Context: an optimization exercise on an open-source flow, tuned for small area, a short achievable clock period and few clock cycles per item. The choices shown serve that exercise and are no tape-out recipe. Only simulation tests tie the RTL to the original design; equivalence was not proved. Power is estimated from default activity; no workload was simulated.

==> flow/design.v <==
package isfs_pkg;
    localparam int MAX_SOURCES   = 5;
    localparam int SRC_IDX_BITS  = 3;
    localparam int COORD_BITS    = 10;
    localparam int CFG_IDX_BITS  = 3;
    localparam int CFG_DATA_BITS = 24;
    localparam int OUT_BITS      = 20;
    localparam int ACC_BITS      = 22;
    localparam int D2_BITS       = 22;
    localparam int ROOT_BITS     = 19;
    localparam int MAG_BITS      = 16;
    localparam int PROD_BITS     = 26;
    localparam int OPA_BITS      = 38;
    localparam int QUO_BITS      = 34;
    localparam int REM_BITS      = 24;
    localparam int CNT_BITS      = 6;
    localparam int DIV_STEPS     = 34;
    localparam int ROOT_STEPS    = 19;
    localparam logic [CFG_IDX_BITS-1:0] REG_SOURCE_COUNT = 3'd0;
    localparam logic [CFG_IDX_BITS-1:0] REG_SOURCE_A     = 3'd1;
    localparam logic [CFG_IDX_BITS-1:0] REG_SOURCE_E     = 3'd5;
    localparam logic [CFG_IDX_BITS-1:0] REG_STRENGTH     = 3'd6;
    localparam logic [CFG_IDX_BITS-1:0] REG_FORCE_CAP    = 3'd7;
    localparam logic [23:0] STRENGTH_RESET  = 24'd1000000;
    localparam logic [15:0] FORCE_CAP_RESET = 16'd5120;
    typedef struct packed {
        logic [COORD_BITS-1:0] point_y;
        logic [COORD_BITS-1:0] point_x;
    } isfs_in_t;
    typedef struct packed {
        logic signed [OUT_BITS-1:0] end_y;
        logic signed [OUT_BITS-1:0] end_x;
    } isfs_out_t;
    typedef enum logic {
        OP_DIV,
        OP_SQRT
    } unit_op_t;
    typedef struct packed {
        logic     start;
        unit_op_t op;
    } unit_req_t;
    typedef enum logic [3:0] {
        ST_IDLE,
        ST_SELECT,
        ST_DIST,
        ST_MAG,
        ST_MAG_WAIT,
        ST_ROOT,
        ST_ROOT_WAIT,
        ST_PROD,
        ST_COMP,
        ST_COMP_WAIT,
        ST_FINISH
    } seq_state_t;
endpackage
import isfs_pkg::*;
module isfs_unit
(
    input  logic                clk,
    input  logic                rst_n,
    input  isfs_pkg::unit_req_t           req,
    input  logic [OPA_BITS-1:0] opa,
    input  logic [D2_BITS-1:0]  opb,
    output logic                done,
    output logic [QUO_BITS-1:0] result
);
    logic                busy_reg, busy_next;
    logic                done_reg, done_next;
    isfs_pkg::unit_op_t            op_reg;
    logic [OPA_BITS-1:0] rad_reg;
    logic [REM_BITS-1:0] rem_reg;
    logic [QUO_BITS-1:0] quo_reg;
    logic [D2_BITS-1:0]  dvs_reg;
    logic [CNT_BITS-1:0] cnt_reg;
    logic [REM_BITS+1:0] shifted;
    logic [REM_BITS+1:0] trial;
    logic [REM_BITS+1:0] diff;
    logic                take;
    always_comb
    begin
        if (op_reg == OP_SQRT)
        begin
            shifted = {rem_reg, rad_reg[OPA_BITS-1 -: 2]};
            trial   = {quo_reg[REM_BITS-1:0], 2'b01};
        end
        else
        begin
            shifted = {1'b0, rem_reg, rad_reg[OPA_BITS-1]};
            trial   = {{(REM_BITS+2-D2_BITS){1'b0}}, dvs_reg};
        end
        take = (shifted >= trial);
        diff = shifted - trial;
    end
    always_comb
    begin
        busy_next = busy_reg;
        done_next = 1'b0;
        if (req.start)
        begin
            busy_next = 1'b1;
        end
        else if (busy_reg && cnt_reg == CNT_BITS'(1))
        begin
            busy_next = 1'b0;
            done_next = 1'b1;
        end
    end
    always_ff @(posedge clk or negedge rst_n)
    begin
        if (!rst_n)
        begin
            busy_reg <= 1'b0;
            done_reg <= 1'b0;
        end
        else
        begin
            busy_reg <= busy_next;
            done_reg <= done_next;
        end
    end
    always_ff @(posedge clk)
    begin
        if (req.start)
        begin
            op_reg  <= req.op;
            rad_reg <= opa;
            dvs_reg <= opb;
            rem_reg <= '0;
            quo_reg <= '0;
            cnt_reg <= (req.op == OP_SQRT) ? CNT_BITS'(ROOT_STEPS) : CNT_BITS'(DIV_STEPS);
        end
        else if (busy_reg)
        begin
            rem_reg <= take ? diff[REM_BITS-1:0] : shifted[REM_BITS-1:0];
            quo_reg <= {quo_reg[QUO_BITS-2:0], take};
            rad_reg <= (op_reg == OP_SQRT) ? {rad_reg[OPA_BITS-3:0], 2'b00}
                                           : {rad_reg[OPA_BITS-2:0], 1'b0};
            cnt_reg <= cnt_reg - CNT_BITS'(1);
        end
    end
    assign done   = done_reg;
    assign result = quo_reg;
endmodule
import isfs_pkg::*;
module inverse_square_field_sum_core
(
    input  logic                     clk,
    input  logic                     rst_n,
    input  logic                     in_valid,
    output logic                     in_stall,
    input  isfs_pkg::isfs_in_t                 in_data,
    output logic                     out_valid,
    input  logic                     out_stall,
    output isfs_pkg::isfs_out_t                out_data,
    input  logic                     cfg_we,
    input  logic [CFG_IDX_BITS-1:0]  cfg_index,
    input  logic [CFG_DATA_BITS-1:0] cfg_data
);
    isfs_pkg::seq_state_t state_reg, state_next;
    logic [2:0]                   count_reg;
    logic [2*COORD_BITS-1:0]      src_reg [MAX_SOURCES];
    logic [23:0]                  strength_reg;
    logic [MAG_BITS-1:0]          cap_reg;
    logic [COORD_BITS-1:0]        px_reg, py_reg;
    logic [SRC_IDX_BITS-1:0]      idx_reg, lim_reg;
    logic signed [COORD_BITS:0]   dx_reg, dy_reg;
    logic [D2_BITS-1:0]           d2_reg;
    logic [MAG_BITS-1:0]          mag_reg;
    logic [ROOT_BITS-1:0]         root_reg;
    logic [PROD_BITS-1:0]         prod_reg;
    logic                         axis_reg;
    logic signed [ACC_BITS-1:0]   sumx_reg, sumy_reg;
    logic                         out_valid_reg;
    isfs_pkg::isfs_out_t                    out_data_reg;
    isfs_pkg::unit_req_t                    req;
    logic [OPA_BITS-1:0]          opa;
    logic [D2_BITS-1:0]           opb;
    logic                         unit_done;
    logic [QUO_BITS-1:0]          unit_result;
    logic                         in_take;
    logic                         out_free;
    logic [2*COORD_BITS-1:0]      src;
    logic signed [COORD_BITS:0]   dsel;
    logic [COORD_BITS-1:0]        dabs;
    logic signed [ACC_BITS-1:0]   comp;
    logic signed [OUT_BITS-1:0]   satx, saty;
    isfs_unit u_unit (
        .clk    (clk),
        .rst_n  (rst_n),
        .req    (req),
        .opa    (opa),
        .opb    (opb),
        .done   (unit_done),
        .result (unit_result)
    );
    assign in_take  = in_valid && (state_reg == ST_IDLE);
    assign out_free = !out_valid_reg || !out_stall;
    assign src      = src_reg[idx_reg];
    assign dsel     = axis_reg ? dy_reg : dx_reg;
    always_comb
    begin
        logic signed [COORD_BITS:0] neg;
        neg  = -dsel;
        dabs = dsel[COORD_BITS] ? neg[COORD_BITS-1:0] : dsel[COORD_BITS-1:0];
    end
    always_comb
    begin
        logic signed [ACC_BITS-1:0] q;
        q    = $signed({{(ACC_BITS-MAG_BITS-1){1'b0}}, unit_result[MAG_BITS:0]});
        comp = dsel[COORD_BITS] ? -q : q;
    end
    always_comb
    begin
        if (!sumx_reg[ACC_BITS-1] && (|sumx_reg[ACC_BITS-2:OUT_BITS-1]))
            satx = {1'b0, {(OUT_BITS-1){1'b1}}};
        else if (sumx_reg[ACC_BITS-1] && !(&sumx_reg[ACC_BITS-2:OUT_BITS-1]))
            satx = {1'b1, {(OUT_BITS-1){1'b0}}};
        else
            satx = sumx_reg[OUT_BITS-1:0];
        if (!sumy_reg[ACC_BITS-1] && (|sumy_reg[ACC_BITS-2:OUT_BITS-1]))
            saty = {1'b0, {(OUT_BITS-1){1'b1}}};
        else if (sumy_reg[ACC_BITS-1] && !(&sumy_reg[ACC_BITS-2:OUT_BITS-1]))
            saty = {1'b1, {(OUT_BITS-1){1'b0}}};
        else
            saty = sumy_reg[OUT_BITS-1:0];
    end
    always_comb
    begin
        state_next = state_reg;
        case (state_reg)
            ST_IDLE:
                if (in_take)
                    state_next = ST_SELECT;
            ST_SELECT:
                state_next = (idx_reg == lim_reg) ? ST_FINISH : ST_DIST;
            ST_DIST:
                state_next = ST_MAG;
            ST_MAG:
                state_next = (d2_reg == '0) ? ST_SELECT : ST_MAG_WAIT;
            ST_MAG_WAIT:
                if (unit_done)
                    state_next = ST_ROOT;
            ST_ROOT:
                state_next = ST_ROOT_WAIT;
            ST_ROOT_WAIT:
                if (unit_done)
                    state_next = ST_PROD;
            ST_PROD:
                state_next = ST_COMP;
            ST_COMP:
                state_next = ST_COMP_WAIT;
            ST_COMP_WAIT:
                if (unit_done)
                    state_next = axis_reg ? ST_SELECT : ST_PROD;
            ST_FINISH:
                if (out_free)
                    state_next = ST_IDLE;
            default:
                state_next = ST_IDLE;
        endcase
    end
    always_comb
    begin
        req.start = 1'b0;
        req.op    = OP_DIV;
        opa       = {2'b00, strength_reg, 8'h00, 4'h0};
        opb       = d2_reg;
        case (state_reg)
            ST_MAG:
                req.start = (d2_reg != '0);
            ST_ROOT:
            begin
                req.start = 1'b1;
                req.op    = OP_SQRT;
                opa       = {d2_reg, 16'h0000};
            end
            ST_COMP:
            begin
                req.start = 1'b1;
                opa       = {prod_reg, 8'h00, 4'h0};
                opb       = {{(D2_BITS-ROOT_BITS){1'b0}}, root_reg};
            end
            default:
                req.start = 1'b0;
        endcase
    end
    assign in_stall  = (state_reg != ST_IDLE);
    assign out_valid = out_valid_reg;
    assign out_data  = out_data_reg;
    always_ff @(posedge clk or negedge rst_n)
    begin
        if (!rst_n)
        begin
            state_reg     <= ST_IDLE;
            out_valid_reg <= 1'b0;
            count_reg     <= '0;
            strength_reg  <= STRENGTH_RESET;
            cap_reg       <= FORCE_CAP_RESET;
            for (int i = 0; i < MAX_SOURCES; i++)
                src_reg[i] <= '0;
        end
        else
        begin
            state_reg <= state_next;
            if (state_reg == ST_FINISH && out_free)
                out_valid_reg <= 1'b1;
            else if (!out_stall)
                out_valid_reg <= 1'b0;
            if (cfg_we)
            begin
                if (cfg_index == REG_SOURCE_COUNT)
                    count_reg <= cfg_data[2:0];
                else if (cfg_index == REG_STRENGTH)
                    strength_reg <= cfg_data;
                else if (cfg_index == REG_FORCE_CAP)
                    cap_reg <= cfg_data[MAG_BITS-1:0];
                else if (cfg_index >= REG_SOURCE_A && cfg_index <= REG_SOURCE_E)
                    src_reg[cfg_index - REG_SOURCE_A] <= cfg_data[2*COORD_BITS-1:0];
            end
        end
    end
    always_ff @(posedge clk)
    begin
        case (state_reg)
            ST_IDLE:
                if (in_take)
                begin
                    px_reg   <= in_data.point_x;
                    py_reg   <= in_data.point_y;
                    sumx_reg <= $signed({{(ACC_BITS-COORD_BITS-8){1'b0}}, in_data.point_x, 8'h00});
                    sumy_reg <= $signed({{(ACC_BITS-COORD_BITS-8){1'b0}}, in_data.point_y, 8'h00});
                    idx_reg  <= '0;
                    lim_reg  <= (count_reg > 3'(MAX_SOURCES)) ? SRC_IDX_BITS'(MAX_SOURCES)
                                                              : count_reg;
                end
            ST_SELECT:
            begin
                dx_reg <= $signed({1'b0, src[COORD_BITS-1:0]}) - $signed({1'b0, px_reg});
                dy_reg <= $signed({1'b0, src[2*COORD_BITS-1:COORD_BITS]})
                        - $signed({1'b0, py_reg});
            end
            ST_DIST:
                d2_reg <= unsigned'(D2_BITS'(dx_reg) * D2_BITS'(dx_reg))
                        + unsigned'(D2_BITS'(dy_reg) * D2_BITS'(dy_reg));
            ST_MAG:
                if (d2_reg == '0)
                    idx_reg <= idx_reg + SRC_IDX_BITS'(1);
            ST_MAG_WAIT:
                if (unit_done)
                    mag_reg <= (unit_result > QUO_BITS'(cap_reg)) ? cap_reg
                                                                  : unit_result[MAG_BITS-1:0];
            ST_ROOT_WAIT:
                if (unit_done)
                begin
                    root_reg <= unit_result[ROOT_BITS-1:0];
                    axis_reg <= 1'b0;
                end
            ST_PROD:
                prod_reg <= PROD_BITS'(mag_reg) * PROD_BITS'(dabs);
            ST_COMP_WAIT:
                if (unit_done)
                begin
                    if (axis_reg)
                    begin
                        sumy_reg <= sumy_reg + comp;
                        idx_reg  <= idx_reg + SRC_IDX_BITS'(1);
                    end
                    else
                    begin
                        sumx_reg <= sumx_reg + comp;
                    end
                    axis_reg <= !axis_reg;
                end
            ST_FINISH:
                if (out_free)
                begin
                    out_data_reg.end_x <= satx;
                    out_data_reg.end_y <= saty;
                end
            default:
                idx_reg <= idx_reg;
        endcase
    end
endmodule
==> flow/run.sh <==
#!/bin/bash
# synth_recipe.tcl (not shown) runs the flow's synth.tcl, then flattens the netlist and writes it again
# the make line also repeats each setting of config.mk as NAME=value (left out here)
make -C /OpenROAD-flow-scripts/flow DESIGN_CONFIG=/design/flow/config.mk WORK_HOME=/design/flow/orfs CLKGATE_MAP_FILE= SYNTH_SCRIPT=/design/flow/synth_recipe.tcl finish
==> flow/config.mk <==
export PLATFORM = sky130hd
export DESIGN_NAME = inverse_square_field_sum_core
export DESIGN_NICKNAME = inverse_square_field_sum_core
export VERILOG_FILES = /design/flow/design.v
export SDC_FILE = /design/flow/constraint.sdc
export NUM_CORES = 4
export LEC_CHECK = 0
export CAP_MARGIN = 20
export CORE_MARGIN = 2
export CORE_UTILIZATION = 40
export SLEW_MARGIN = 20
==> flow/constraint.sdc <==
create_clock -name core_clock -period 9.0 [get_ports {clk}]
set_input_delay 1.8000 -clock core_clock [delete_from_list [all_inputs] [get_ports {clk}]]
set_output_delay 1.8000 -clock core_clock [all_outputs]
set_load 0.01 [all_outputs]
==> run summary <==
DR DRC count=0; final setup violation count=0; clock sinks=479; Syn Area/Cell=10.6 sq um; WS Path Type=reg -> reg; min-delay worst type=reg -> reg; TritonCTS clock tree=done; Synth top area share=0.213; RePlAce Congestion=0.863; row count=113; Seq/Total Area, Yosys=0.341; Tcrit/Tclk final=0.847; Post-CTS Setup Bufs=0; CTS buffer count=54; Leak=18.8 nW; die area=98,200 sq um; Die W=313 um; Worst-Skew Late Latency=0.66 ns; Worst Clk Skew=0.0899 ns; Synthesized Nets=4,288; CP Capture Type=flop; synth top area cells=edfxtp_1 21%, fa_1 18%, dfrtp_1 9.2%; Die Ht=313 um; Worst Slack Setup Final=1.37 ns; Critical Path Source Type=flop; max frequency=131 MHz; core footprint=94,900 sq um; Initial Utilization=0.403; Total Nets Final=4,348; CTS resizes=0; dpl hpwl=74.1 mm; pin count of the biggest net entering global routing=96; Max IR drop VDD=169 uV; initial DRC count=1,633; Max-cap violations=0; CP max FO=15; Final ANT Viol Nets=0; number of I/O pins=94; deepest clock path buffer count=3; hold_buf cts=0; DRT Pass-1 Iters=5; WL per Instance=19.3 um; GRT Total Usage=0.199; Mapped Area=38,300 sq um; first-pass GRT wire length=152 mm; Data required, critical path=9.32 ns; CTS root buf=clkbuf_16; fin crit period=7.63 ns; Post-synth EDFFs=271; FF-to-FF path depth=22; Gate power share=0.088; Final Hold Viols=0; total grt overflow=0; Netlist cell types=80; RSZ-0062 raised after global routing=no; max_slew headroom=0.249; via density per instance=5.22; CP Data Arrival Time=7.95 ns; share of layout cells above drive strength 1=0.107; status=finished clean; Clk pwr share=0.426; hold depth=2; actual slew at the worst max-slew pin=1.12 ns; Routed WL=96.4 mm; Seq pwr share=0.486; initial antenna violation count=6; fillcell total=8,981; Final TNS setup=0 ns; Async S/R FF share, synth=0.313; Synth Flop Type=edfxtp_1; Ys Warns=3; max-slew violations=0; PwrDens=125 nW/um^2; Net Switching=1.28 mW; synthesized flop and latch total=479; switching share of power=0.240; area leader, netlist=edfxtp_1; Internal Power=4.04 mW; P&R area growth vs syn=11.2%; vias=26,100; pre-CTS setup slack=1.16 ns; number of global-route vias before repair=26,800; Buffers on Ports=93; max reg flops=100; Gate Count Post-Synth=3,624; H-tree depth=2; Worst-path clk slew=0.06 ns
stage by stage:
step / instances / total power, mW / utilization / hold slack (ns) / instance area, sq um
floorplan: 3624 / 2.89 / - / 0.432 / 38300
global placement: 4891 / 3.07 / 0.429 / 0.460 / 40700
detailed placement: 4891 / 3.09 / 0.429 / 0.465 / 40700
CTS: 4989 / 5.37 / 0.448 / 0.467 / 42500
global route: 4991 / 5.53 / 0.449 / 0.504 / 42600
finish: 4993 / 5.32 / 0.449 / 0.471 / 42600
cell usage after synthesis (all sizes together) (109+ instances only):
library cell and count:
nand2 242, and2 145, inv 510, nor2 262, ha 262, edfxtp 271, fa 350, o21ai 111
mux2 203, a21oi 118, mux2i 109, clkbuf 114, dfrtp 141
logic make-up (layout without fill, tap and decap cells):
family | after synthesis | count (layout) | share of synthesized area
other | 0 | 2 | 0
XOR/XNOR | 152 | 152 | 0.0348
multiplexers | 312 | 312 | 0.0882
adder cells (fa/ha/maj) | 612 | 612 | 0.269
AND/OR/NAND/NOR | 870 | 870 | 0.108
AO/OA/AOI/OAI | 536 | 536 | 0.0930
buffers and inverters | 663 | 765 | 0.0659
flip-flops | 479 | 479 | 0.341
layer usage:
| layer | vias to the layer above | global-route usage | part of all wire | wire length (um) |
|---|---|---|---|---|
| li1 | 12300 | - | - | - |
| met1 | 13000 | 0.268 | 0.44 | 42400 |
| met2 | 592 | 0.324 | 0.47 | 44800 |
| met3 | 120 | 0.0451 | 0.069 | 6620 |
| met4 | 6 | 0.0532 | 0.027 | 2560 |
| met5 | - | 0 | 0.00047 | 45 |
worst max-delay path: stages (launching register included):
cell and delay (ns):
edfxtp_1 0.58, buf_4 0.28, nand2_1 0.10, inv_1 0.48
fa_1 0.51, inv_1 0.09, fa_1 0.41, inv_1 0.08
fa_1 0.45, fa_1 0.51, inv_1 0.06, fa_1 0.53
inv_1 0.06, fa_1 0.50, fa_1 0.51, ha_1 0.34
o21a_1 0.12, o21ai_0 0.36, o31ai_1 0.18, o41ai_1 0.63
o2111ai_1 0.23, a21oi_1 0.21, xnor2_1 0.08
power by group through the flow:
stage / Clock, mW / Combinational [mW] / Sequential, mW
after floorplan: 0 / 0.305 / 2.59
after global placement: 0 / 0.454 / 2.62
after detailed placement: 0 / 0.464 / 2.62
after CTS: 2.32 / 0.467 / 2.58
after global routing: 2.42 / 0.512 / 2.60
final: 2.27 / 0.468 / 2.58
cell type report:
cell class | count | area (sq um) | area share
inverters | 511 | 1920 | 0.0451
clock inverters | 30 | 348 | 0.00817
clock buffers | 68 | 1460 | 0.0344
well taps | 1265 | 1580 | 0.0372
diodes | 2 | 5.00 | 0.000118
repair buffers | 156 | 1430 | 0.0335
flip-flops and latches | 479 | 13100 | 0.307
multi-input cells | 2482 | 22800 | 0.535
layout by cell type, fill, tap and decap left out, types with 11 or more instances in the layout:
cell             instances
edfxtp_1               271
a22o_1                  25
xor2_1                  54
inv_1                  509
clkinv_2                11
a21o_1                  46
a22oi_1                 44
and2_1                 143
mux2i_1                109
clkdlybuf4s50_1         92
nor4_1                  17
dfrtp_1                140
nor3_1                  35
nor2_1                 259
buf_4                   61
xnor2_1                 97
a31oi_1                 36
nand2_1                242
fa_1                   350
a211oi_1                38
o21ai_0                107
a21oi_1                116
nor2b_1                 36
or3_1                   14
o31ai_1                 14
clkbuf_16               54
ha_1                   262
o21a_1                  25
nand2b_1                26
mux2_2                 203
nand3_1                 34
nand4_1                 14
and3_1                  14
dfxtp_1                 58
worst paths after layout:
path,from,end,slack (ns)
max,dy_reg[10]$_DFFE_PP_,d2_reg[20]$_DFFE_PP_,1.37
max in group asynchronous,rst_n,u_unit.busy_reg$_DFFE_PN0P_,6.31
max reg2reg,dy_reg[10]$_DFFE_PP_,d2_reg[20]$_DFFE_PP_,1.37
min reg2reg,u_unit.rem_reg[21]$_SDFFE_PP0P_,u_unit.rem_reg[21]$_SDFFE_PP0P_,0.47
min in group asynchronous,rst_n,src_reg[1][18]$_DFFE_PN0P_,1.22
min,u_unit.rem_reg[21]$_SDFFE_PP0P_,u_unit.rem_reg[21]$_SDFFE_PP0P_,0.47
Testbench counts, summed over its fixed seeds: cycles 641,182, items 960.

==> afterwards: timing with drivers on the ports <==
The flow's constraints put no driver on any port. The routed layout listed below was extracted and timed again, unchanged, in two steps. Step 1 sets driving cells, clkbuf_16 on the clock port and buf_2 on the other inputs (assumed; they add their load-dependent delay and slew). Step 2 adds t to the input delays and takes it off the output delays; t is the mean of the earliest and latest rising clock arrival at the registers after step 1. Input paths then give back, and output paths get back, about the clock's delay inside the block. Three values: ideal ports, drivers, drivers and shift; two values: the first two.
t (ns): 0.672
slack for setup (ns): 1.373 / 1.373 / 1.373
slew at the worst register clock pin (ns): 0.07 / 0.07
worst slew at a driven data input, ns: 0.06
After both steps this run still meets setup and hold. The setup slack of this run moves by 0.000 ns with the drivers and by 0.000 ns with both steps.
